Source: an optimization exercise on an open RTL-to-GDS flow (aim: small area and a short achievable clock period). Production flows keep margins and buffers that such runs may drop. Only simulation tests tie the RTL to the original design; equivalence was not proved. Power is estimated from default activity; no workload was simulated.

==> wip/sierra: inputs <==
==> flow/design.v (excerpt) <==
module approx_err_monitor #(
  parameter int W     = approx_mon_pkg::W,
  parameter int CNT_W = approx_mon_pkg::CNT_W,
  parameter int ACC_W = approx_mon_pkg::ACC_W
) (
  input  logic                 clk,
  input  logic                 rst,
  input  logic                 in_valid,
  output logic                 in_ready,
  input  logic [W-1:0]         a,
  input  logic [W-1:0]         b,
  input  logic [2*W-1:0]       prod,
  input  logic                 start,
  input  logic [CNT_W-1:0]     win_len,
  output logic                 busy,
  output logic                 done,
  output logic [CNT_W-1:0]     smp_cnt,
  output logic [CNT_W-1:0]     err_cnt,
  output logic [ACC_W-1:0]     sum_ed,
  output logic [ACC_W-1:0]     sum_bias,
  output logic [2*W-1:0]       max_ed,
  output logic [W-1:0]         max_a,
  output logic [W-1:0]         max_b
);
export LEC_CHECK = 0
export CAP_MARGIN = 20
export CORE_MARGIN = 2
export CORE_UTILIZATION = 45
export SETUP_SLACK_MARGIN = 3.5
export SLEW_MARGIN = 20
export SYNTH_HIERARCHICAL = 1
create_clock -name core_clock -period 7.2 [get_ports {clk}]
standard.sh (not shown) runs the stock make flow with config.mk's settings and CLKGATE_MAP_FILE= SYNTH_SCRIPT=/design/flow/synth_recipe.tcl, a recipe that flattens the netlist after the stock synthesis.
==> flow/flow/run.sh <==
#!/bin/bash
# Layout flow: the standard ORFS flow (standard.sh) with two changes:
#  - synthesis: full/half-adder cells are extracted only in module approx_err_tree (the
#    multiplier's carry-save tree), and ABC maps modules approx_err_s1, approx_err_cpa and
#    approx_err_monitor with ORFS's delay-driven "area" script (abc_area.script, map -B 0.9),
#    the others with the default script. Everything else is ORFS's synth.tcl run through
#    synth_recipe.tcl, so the registers are the standard synthesis's;
#  - the port buffers use the smallest buffer cell (sky130_fd_sc_hd__buf_1).
set -euo pipefail
here=$(pwd)
python3 - "$FLOW_HOME/scripts/synth.tcl" "$here/synth_mix.tcl" <<'PY'
import sys
s = open(sys.argv[1]).read()
old = '  log_cmd abc {*}$abc_args\n'
assert s.count(old) == 1
new = ('  set abc_args_area [lreplace $abc_args 1 1 $::env(SCRIPTS_DIR)/abc_area.script]\n'
       '  log_cmd abc {*}$abc_args_area approx_err_cpa approx_err_monitor approx_err_s1\n'
       '  log_cmd abc {*}$abc_args * approx_err_cpa %d approx_err_monitor %d approx_err_s1 %d\n')
s = s.replace(old, new)
old = 'extract_fa {*}[dont_use_extract_fa_args]\n'
assert s.count(old) == 1
s = s.replace(old, 'extract_fa {*}[dont_use_extract_fa_args] approx_err_tree\n')
open(sys.argv[2], 'w').write(s)
PY
grep -q 'source $::env(SCRIPTS_DIR)/synth.tcl' synth_recipe.tcl
sed "s#source \$::env(SCRIPTS_DIR)/synth.tcl#source $here/synth_mix.tcl#" synth_recipe.tcl > "$here/synth_recipe_mix.tcl"
bash standard.sh SYNTH_SCRIPT="$here/synth_recipe_mix.tcl" \
  BUFFER_PORTS_ARGS="-buffer_cell sky130_fd_sc_hd__buf_1" finish > flow_standard.log 2>&1
==> wip/ember: changes against wip/sierra <==
- CORE_UTILIZATION: 45 -> 50
- CTS_BUF_LIST: not set -> sky130_fd_sc_hd__clkbuf_8
- CTS_CLUSTER_SIZE: not set -> 30
==> wip/fjord: changes against wip/sierra <==
- CORE_UTILIZATION: 45 -> 50
- SETUP_SLACK_MARGIN: 3.5 -> 4.0
==> comparison table <==
item	wip/sierra	wip/ember	wip/fjord
Setup fix buffers added after clock tree synthesis	1	4	102
Iteration-0 DRC count of the detailed router	1998	1946	2561
Combinational share of power	55.5%	57.8%	62.8%
Highest metal layer with signal wires	met4	met4	met5
Routed wl met2	40800 µm	41500 µm	45400 µm
Core Box Area	67000 µm²	60200 µm²	60200 µm²
Layout buffer count excluding clock buffers	392	420	573
Number of antenna violations at the first check in global routing	2	2	3
Min Clock Period, post-route	3.45 ns	3.54 ns	3.49 ns
Power spent charging and discharging nets	6390 µW	6290 µW	7610 µW
Type of the worst setup path	flop to flop	input port to flop	flop to flop
Total wire length after detailed routing	88700 µm	88900 µm	97800 µm
Placer's final routability congestion estimate	0.927	0.902	0.914
Chip Width	264 µm	251 µm	251 µm
Total track usage	24.8%	27.4%	28.3%
Fraction of area in registers	27.3%	27.4%	25.2%
Vias in the first global route	26803	26495	26718
Final Skew	0.0516 ns	0.0449 ns	0.0436 ns
Non-filler cells, final	5801	5775	5889
Sequential logic power	3120 µW	3110 µW	3100 µW
Wire length per cell	15.3 µm	15.4 µm	16.6 µm
Run status	complete, no violations	complete, no violations	complete, no violations

## afterwards: timing with drivers on the ports
In the flow no input, the clock included, has a driving cell. The finished layouts below were timed again as built, in two steps. Step 1 assumes that a clkbuf_16 drives the clock port and a buf_2 every other input. Step 2 adds t to the input delays and takes it off the output delays; t is the mean of the earliest and latest rising clock arrival at the registers after step 1. Input paths then give back, and output paths get back, about the clock's delay inside the block. Three values: no drivers, after step 1, after step 2; two values: the first two.
run	shift t [ns]	setup WS [ns]	hold slack, ns	latest minus earliest clock arrival (ns)	slew at the worst register clock pin (ns)
wip/sierra	0.658	3.750 / 3.750 / 3.343	0.326 / 0.326 / 0.326	0.059 / 0.058	0.08 / 0.08
wip/ember	0.731	3.655 / 3.686 / 2.955	0.322 / 0.322 / 0.322	0.052 / 0.052	0.07 / 0.07
wip/fjord	0.671	3.715 / 3.715 / 3.360	0.324 / 0.324 / 0.324	0.044 / 0.043	0.08 / 0.08
After both steps every run listed still meets setup and hold. The setup slack of wip/ember, which loses most, moves by +0.031 ns with the drivers and by -0.700 ns with both steps.
